From an optimization exercise on the open Yosys and OpenROAD flow, aimed at small area and a short achievable clock period; shortcuts taken in it are not production practice.

Setup of job 4140:
==> flow/design.v <==
package key_expansion_pkg;
    localparam int NR_DEFAULT = 10;
    function automatic logic [7:0] rcon_next(input logic [3:0] r);
        logic [7:0] val;
        val[0] = ~r[2] & ~r[1] & ~r[0];                      
        val[1] = r[3] | (~r[2] & ~r[1] & r[0]);              
        val[2] = (~r[2] & r[1] & ~r[0]) | (r[3] & r[0]);     
        val[3] = (~r[2] & r[1] & r[0]) | (r[3] & ~r[0]);     
        val[4] = r[3] | (r[2] & ~r[1] & ~r[0]);              
        val[5] = (r[2] & ~r[1] & r[0]) | (r[3] & r[0]);      
        val[6] = r[2] & r[1] & ~r[0];                        
        val[7] = r[2] & r[1] & r[0];                         
        rcon_next = val;
    endfunction
endpackage
module aes_sbox (
    input  logic [7:0] data,
    output logic [7:0] sub
);
    logic U0, U1, U2, U3, U4, U5, U6, U7;
    logic T1, T2, T3, T4, T5, T6, T7, T8, T9, T10, T11, T12;
    logic T13, T14, T15, T16, T17, T18, T19, T20, T21, T22, T23, T24;
    logic T25, T26, T27, M1, M2, M3, M4, M5, M6, M7, M8, M9;
    logic M10, M11, M12, M13, M14, M15, M16, M17, M18, M19, M20, M21;
    logic M22, M23, M24, M25, M26, M27, M28, M29, M30, M31, M32, M33;
    logic M34, M35, M36, M37, M38, M39, M40, M41, M42, M43, M44, M45;
    logic M46, M47, M48, M49, M50, M51, M52, M53, M54, M55, M56, M57;
    logic M58, M59, M60, M61, M62, M63, L0, L1, L2, L3, L4, L5;
    logic L6, L7, L8, L9, L10, L11, L12, L13, L14, L15, L16, L17;
    logic L18, L19, L20, L21, L22, L23, L24, L25, L26, L27, L28, L29;
    assign {U0, U1, U2, U3, U4, U5, U6, U7} = data;
    assign T1 = U0 ^ U3;
    assign T2 = U0 ^ U5;
    assign T3 = U0 ^ U6;
    assign T4 = U3 ^ U5;
    assign T5 = U4 ^ U6;
    assign T6 = T1 ^ T5;
    assign T7 = U1 ^ U2;
    assign T8 = U7 ^ T6;
    assign T9 = U7 ^ T7;
    assign T10 = T6 ^ T7;
    assign T11 = U1 ^ U5;
    assign T12 = U2 ^ U5;
    assign T13 = T3 ^ T4;
    assign T14 = T6 ^ T11;
    assign T15 = T5 ^ T11;
    assign T16 = T5 ^ T12;
    assign T17 = T9 ^ T16;
    assign T18 = U3 ^ U7;
    assign T19 = T7 ^ T18;
    assign T20 = T1 ^ T19;
    assign T21 = U6 ^ U7;
    assign T22 = T7 ^ T21;
    assign T23 = T2 ^ T22;
    assign T24 = T2 ^ T10;
    assign T25 = T20 ^ T17;
    assign T26 = T3 ^ T16;
    assign T27 = T1 ^ T12;
    assign M1 = T13 & T6;
    assign M2 = T23 & T8;
    assign M3 = T14 ^ M1;
    assign M4 = T19 & U7;
    assign M5 = M4 ^ M1;
    assign M6 = T3 & T16;
    assign M7 = T22 & T9;
    assign M8 = T26 ^ M6;
    assign M9 = T20 & T17;
    assign M10 = M9 ^ M6;
    assign M11 = T1 & T15;
    assign M12 = T4 & T27;
    assign M13 = M12 ^ M11;
    assign M14 = T2 & T10;
    assign M15 = M14 ^ M11;
    assign M16 = M3 ^ M2;
    assign M17 = M5 ^ T24;
    assign M18 = M8 ^ M7;
    assign M19 = M10 ^ M15;
    assign M20 = M16 ^ M13;
    assign M21 = M17 ^ M15;
    assign M22 = M18 ^ M13;
    assign M23 = M19 ^ T25;
    assign M24 = M22 ^ M23;
    assign M25 = M22 & M20;
    assign M26 = M21 ^ M25;
    assign M27 = M20 ^ M21;
    assign M28 = M23 ^ M25;
    assign M29 = M28 & M27;
    assign M30 = M26 & M24;
    assign M31 = M20 & M23;
    assign M32 = M27 & M31;
    assign M33 = M27 ^ M25;
    assign M34 = M21 & M22;
    assign M35 = M24 & M34;
    assign M36 = M24 ^ M25;
    assign M37 = M21 ^ M29;
    assign M38 = M32 ^ M33;
    assign M39 = M23 ^ M30;
    assign M40 = M35 ^ M36;
    assign M41 = M38 ^ M40;
    assign M42 = M37 ^ M39;
    assign M43 = M37 ^ M38;
    assign M44 = M39 ^ M40;
    assign M45 = M42 ^ M41;
    assign M46 = M44 & T6;
    assign M47 = M40 & T8;
    assign M48 = M39 & U7;
    assign M49 = M43 & T16;
    assign M50 = M38 & T9;
    assign M51 = M37 & T17;
    assign M52 = M42 & T15;
    assign M53 = M45 & T27;
    assign M54 = M41 & T10;
    assign M55 = M44 & T13;
    assign M56 = M40 & T23;
    assign M57 = M39 & T19;
    assign M58 = M43 & T3;
    assign M59 = M38 & T22;
    assign M60 = M37 & T20;
    assign M61 = M42 & T1;
    assign M62 = M45 & T4;
    assign M63 = M41 & T2;
    assign L0 = M61 ^ M62;
    assign L1 = M50 ^ M56;
    assign L2 = M46 ^ M48;
    assign L3 = M47 ^ M55;
    assign L4 = M54 ^ M58;
    assign L5 = M49 ^ M61;
    assign L6 = M62 ^ L5;
    assign L7 = M46 ^ L3;
    assign L8 = M51 ^ M59;
    assign L9 = M52 ^ M53;
    assign L10 = M53 ^ L4;
    assign L11 = M60 ^ L2;
    assign L12 = M48 ^ M51;
    assign L13 = M50 ^ L0;
    assign L14 = M52 ^ M61;
    assign L15 = M55 ^ L1;
    assign L16 = M56 ^ L0;
    assign L17 = M57 ^ L1;
    assign L18 = M58 ^ L8;
    assign L19 = M63 ^ L4;
    assign L20 = L0 ^ L1;
    assign L21 = L1 ^ L7;
    assign L22 = L3 ^ L12;
    assign L23 = L18 ^ L2;
    assign L24 = L15 ^ L9;
    assign L25 = L6 ^ L10;
    assign L26 = L7 ^ L9;
    assign L27 = L8 ^ L10;
    assign L28 = L11 ^ L14;
    assign L29 = L11 ^ L17;
    assign sub[7] = L6 ^ L24;
    assign sub[6] = ~(L16 ^ L26);
    assign sub[5] = ~(L19 ^ L28);
    assign sub[4] = L6 ^ L21;
    assign sub[3] = L20 ^ L22;
    assign sub[2] = L25 ^ L29;
    assign sub[1] = ~(L13 ^ L27);
    assign sub[0] = ~(L6 ^ L23);
endmodule
module key_expansion
#(
    parameter int NR = key_expansion_pkg::NR_DEFAULT
) (
    input  logic            clk,
    input  logic            rst_n,
    input  logic            start_in,
    input  logic [31:0]     K0_in,
    input  logic [31:0]     K1_in,
    input  logic [31:0]     K2_in,
    input  logic [31:0]     K3_in,
    input  logic            ready_in,
    output logic [31:0]     D0_out,
    output logic [31:0]     D1_out,
    output logic [31:0]     D2_out,
    output logic [31:0]     D3_out,
    output logic            valid_out,
    output logic [3:0]      round_out,
    output logic            busy_out,
    output logic            done_out
);
    logic        valid_q, done_q;
    logic [31:0] w0_q, w1_q, w2_q, w3_q;
    logic [3:0]  round_q;
    logic [31:0] sub_word;
    logic [31:0] t_word;
    logic [31:0] rc_word;
    logic [31:0] p0, p1, p2, p3;
    logic [31:0] sel_ld, sel_adv, sel_hold;
    logic [3:0]  round_d;
    logic        last;
    for (genvar i = 0; i < 4; i++) begin : g_sbox
        aes_sbox u_sbox (
            .data (w3_q[(8*i + 24) % 32 +: 8]),
            .sub  (sub_word[8*i +: 8])
        );
    end
    assign rc_word  = {key_expansion_pkg::rcon_next(round_q), 24'h000000};
    assign p0       = w0_q ^ rc_word;
    assign p1       = p0 ^ w1_q;
    assign p2       = p1 ^ w2_q;
    assign p3       = p2 ^ w3_q;
    assign sel_ld   = {32{~valid_q}};
    assign sel_adv  = {32{valid_q & ready_in}};
    assign sel_hold = {32{valid_q & ~ready_in}};
    assign t_word   = sel_adv & sub_word;       
    assign last     = round_q[3] & round_q[1];    
    assign round_d  = ({4{valid_q & ready_in}} & (round_q + 4'd1))
                    | ({4{valid_q & ~ready_in}} & round_q);
    always_ff @(posedge clk or negedge rst_n) begin
        if (!rst_n) begin
            valid_q <= 1'b0;
            done_q  <= 1'b0;
        end else begin
            valid_q <= valid_q ? !(ready_in && last) : start_in;
            done_q  <= valid_q && ready_in && last;
        end
    end
    always_ff @(posedge clk) begin
        w0_q    <= ((sel_ld & K0_in) | (sel_adv & p0) | (sel_hold & w0_q)) ^ t_word;
        w1_q    <= ((sel_ld & K1_in) | (sel_adv & p1) | (sel_hold & w1_q)) ^ t_word;
        w2_q    <= ((sel_ld & K2_in) | (sel_adv & p2) | (sel_hold & w2_q)) ^ t_word;
        w3_q    <= ((sel_ld & K3_in) | (sel_adv & p3) | (sel_hold & w3_q)) ^ t_word;
        round_q <= round_d;
    end
    assign D0_out    = w0_q;
    assign D1_out    = w1_q;
    assign D2_out    = w2_q;
    assign D3_out    = w3_q;
    assign round_out = round_q;
    assign valid_out = valid_q;
    assign busy_out  = valid_q;
    assign done_out  = done_q;
endmodule
==> flow/config.mk <==
export PLATFORM = sky130hd
export DESIGN_NAME = key_expansion
export DESIGN_NICKNAME = key_expansion
export VERILOG_FILES = /design/flow/design.v
export SDC_FILE = /design/flow/constraint.sdc
export NUM_CORES = 4
export LEC_CHECK = 0
export CAP_MARGIN = 20
export CORE_MARGIN = 2
export CORE_UTILIZATION = 40
export SLEW_MARGIN = 20
==> flow/constraint.sdc <==
create_clock -name core_clock -period 17.0 [get_ports {clk}]
set_input_delay 3.4000 -clock core_clock [delete_from_list [all_inputs] [get_ports {clk}]]
set_output_delay 3.4000 -clock core_clock [all_outputs]
set_load 0.01 [all_outputs]
standard.sh (not shown) runs the stock make flow with config.mk's settings and CLKGATE_MAP_FILE= SYNTH_SCRIPT=/design/flow/synth_recipe.tcl, a recipe that flattens the netlist after the stock synthesis.
==> flow/flow/run.sh <==
#!/bin/bash
# Layout flow: the standard ORFS flow (standard.sh), with extra make variables from
# flow/make_args.txt (one VAR=value per line) and, if flow/abc.script exists, that ABC
# script in place of ORFS's abc_speed.script and abc_area.script (a copy of ORFS's scripts folder is used).
# Each ORFS step writes its own log under orfs/logs/; make's output goes to make.log.
set -euo pipefail
HERE=$(pwd)
ARGS=()
if [[ -f flow/abc.script ]]; then
  rm -rf "$HERE/scripts"
  cp -r "$FLOW_HOME/scripts" "$HERE/scripts"
  cp flow/abc.script "$HERE/scripts/abc_speed.script"
  cp flow/abc.script "$HERE/scripts/abc_area.script"
  ARGS+=("SCRIPTS_DIR=$HERE/scripts")
fi
if [[ -f flow/make_args.txt ]]; then
  while IFS= read -r line; do
    [[ -n "$line" && "$line" != \#* ]] && ARGS+=("$line")
  done < flow/make_args.txt
fi
echo "make args: ${ARGS[*]}" > make.log
bash standard.sh "${ARGS[@]}" finish >> make.log 2>&1
==> flow/flow/abc.script <==
strash
dch
map -D 3000
topo
stime -c
buffer -c
upsize -c
dnsize -c
==> flow/flow/make_args.txt <==
ABC_CLOCK_PERIOD_IN_PS=3000
CORE_UTILIZATION=50
SETUP_SLACK_MARGIN=12.35
BUFFER_PORTS_ARGS=-buffer_cell sky130_fd_sc_hd__buf_1
CTS_ARGS=-sink_clustering_enable -repair_clock_nets -buf_list sky130_fd_sc_hd__clkbuf_8 -dont_use_dummy_load
Input-level comparison between job 463 and job 4140:
--- a/flow/design.v
+++ b/flow/design.v
@@ -180,5 +180,6 @@
     output logic            done_out
 );
-    logic        valid_q, done_q;
+    logic        valid_q, idle_q, done_q;
+    logic        valid_d;
     logic [31:0] w0_q, w1_q, w2_q, w3_q;
     logic [3:0]  round_q;
@@ -201,25 +202,28 @@
     assign p2       = p1 ^ w2_q;
     assign p3       = p2 ^ w3_q;
-    assign sel_ld   = {32{~valid_q}};
-    assign sel_adv  = {32{valid_q & ready_in}};
-    assign sel_hold = {32{valid_q & ~ready_in}};
+    assign sel_ld   = {32{idle_q}};
+    assign sel_adv  = {32{~idle_q & ready_in}};
+    assign sel_hold = {32{~idle_q & ~ready_in}};
     assign t_word   = sel_adv & sub_word;       
     assign last     = round_q[3] & round_q[1];    
-    assign round_d  = ({4{valid_q & ready_in}} & (round_q + 4'd1))
-                    | ({4{valid_q & ~ready_in}} & round_q);
+    assign round_d  = ({4{~idle_q & ready_in}} & (round_q + 4'd1))
+                    | ({4{~idle_q & ~ready_in}} & round_q);
+    assign valid_d = idle_q ? start_in : !(ready_in && last);
     always_ff @(posedge clk or negedge rst_n) begin
         if (!rst_n) begin
             valid_q <= 1'b0;
+            idle_q  <= 1'b1;
             done_q  <= 1'b0;
         end else begin
-            valid_q <= valid_q ? !(ready_in && last) : start_in;
-            done_q  <= valid_q && ready_in && last;
+            valid_q <= valid_d;
+            idle_q  <= !valid_d;
+            done_q  <= !idle_q && ready_in && last;
         end
     end
     always_ff @(posedge clk) begin
-        w0_q    <= ((sel_ld & K0_in) | (sel_adv & p0) | (sel_hold & w0_q)) ^ t_word;
-        w1_q    <= ((sel_ld & K1_in) | (sel_adv & p1) | (sel_hold & w1_q)) ^ t_word;
-        w2_q    <= ((sel_ld & K2_in) | (sel_adv & p2) | (sel_hold & w2_q)) ^ t_word;
-        w3_q    <= ((sel_ld & K3_in) | (sel_adv & p3) | (sel_hold & w3_q)) ^ t_word;
+        w0_q    <= (idle_q ? K0_in : (ready_in ? p0 : w0_q)) ^ t_word;
+        w1_q    <= (idle_q ? K1_in : (ready_in ? p1 : w1_q)) ^ t_word;
+        w2_q    <= (idle_q ? K2_in : (ready_in ? p2 : w2_q)) ^ t_word;
+        w3_q    <= (idle_q ? K3_in : (ready_in ? p3 : w3_q)) ^ t_word;
         round_q <= round_d;
     end
==> comparison <==
- Compared with job 4140, in job 463 worst-case headroom to the max-slew limit up 11 points; total wire length after detailed routing up 840 um; routed length per instance down about 2.3%.
- A most common cell after layout, fill and taps aside of sky130_fd_sc_hd__nand2_1 is what job 4140 shows, while sky130_fd_sc_hd__buf_1 belongs to job 463.
- Summary of job 463 over job 4140: die area picked up an extra about 1.8%, initial antenna violation count lost 2, largest net degree at the start of global routing lost 25.
- Between job 463 and job 4140, the final cycle utilization of the critical path does not differ in any meaningful way.
- A critical path startpoint of w3_q[16] is what job 463 shows, while w3_q[25] belongs to job 4140.
- In the flow results for job 463 and job 4140, the delay of the slowest cell on the worst path is larger on job 4140.
- Delta (job 463 minus job 4140): count of clock-buffer cells in the layout shows no meaningful change; final weighted congestion in routability-driven placement shows an increase of about 3.2%.
No run of this note included a check of the RTL's function; only the layout flow was run.

afterwards: timing with drivers on the ports:
In the flow no input, the clock included, has a driving cell. The finished layouts below were timed again as built, in two steps. Step 1 assumes that a clkbuf_16 drives the clock port and a buf_2 every other input. Step 2, shift: input delay + t, output delay - t, t = (earliest + latest rising clock arrival at the registers) / 2. This alone moves slack from input paths to output paths. a / b / c = ideal ports / drivers / drivers and shift; a / b = the first two.
run	t, ns	setup WS [ns]	latest minus earliest clock arrival (ns)	cell pins on the clock port's net
job 4140	0.488	12.413 / 12.368 / 11.994	0.042 / 0.042	1
job 463	0.492	12.431 / 12.387 / 11.983	0.031 / 0.031	1
After both steps setup and hold are still met in every run listed. For job 463, which loses most, drivers alone change the setup slack by -0.044 ns; drivers and shift together by -0.448 ns.
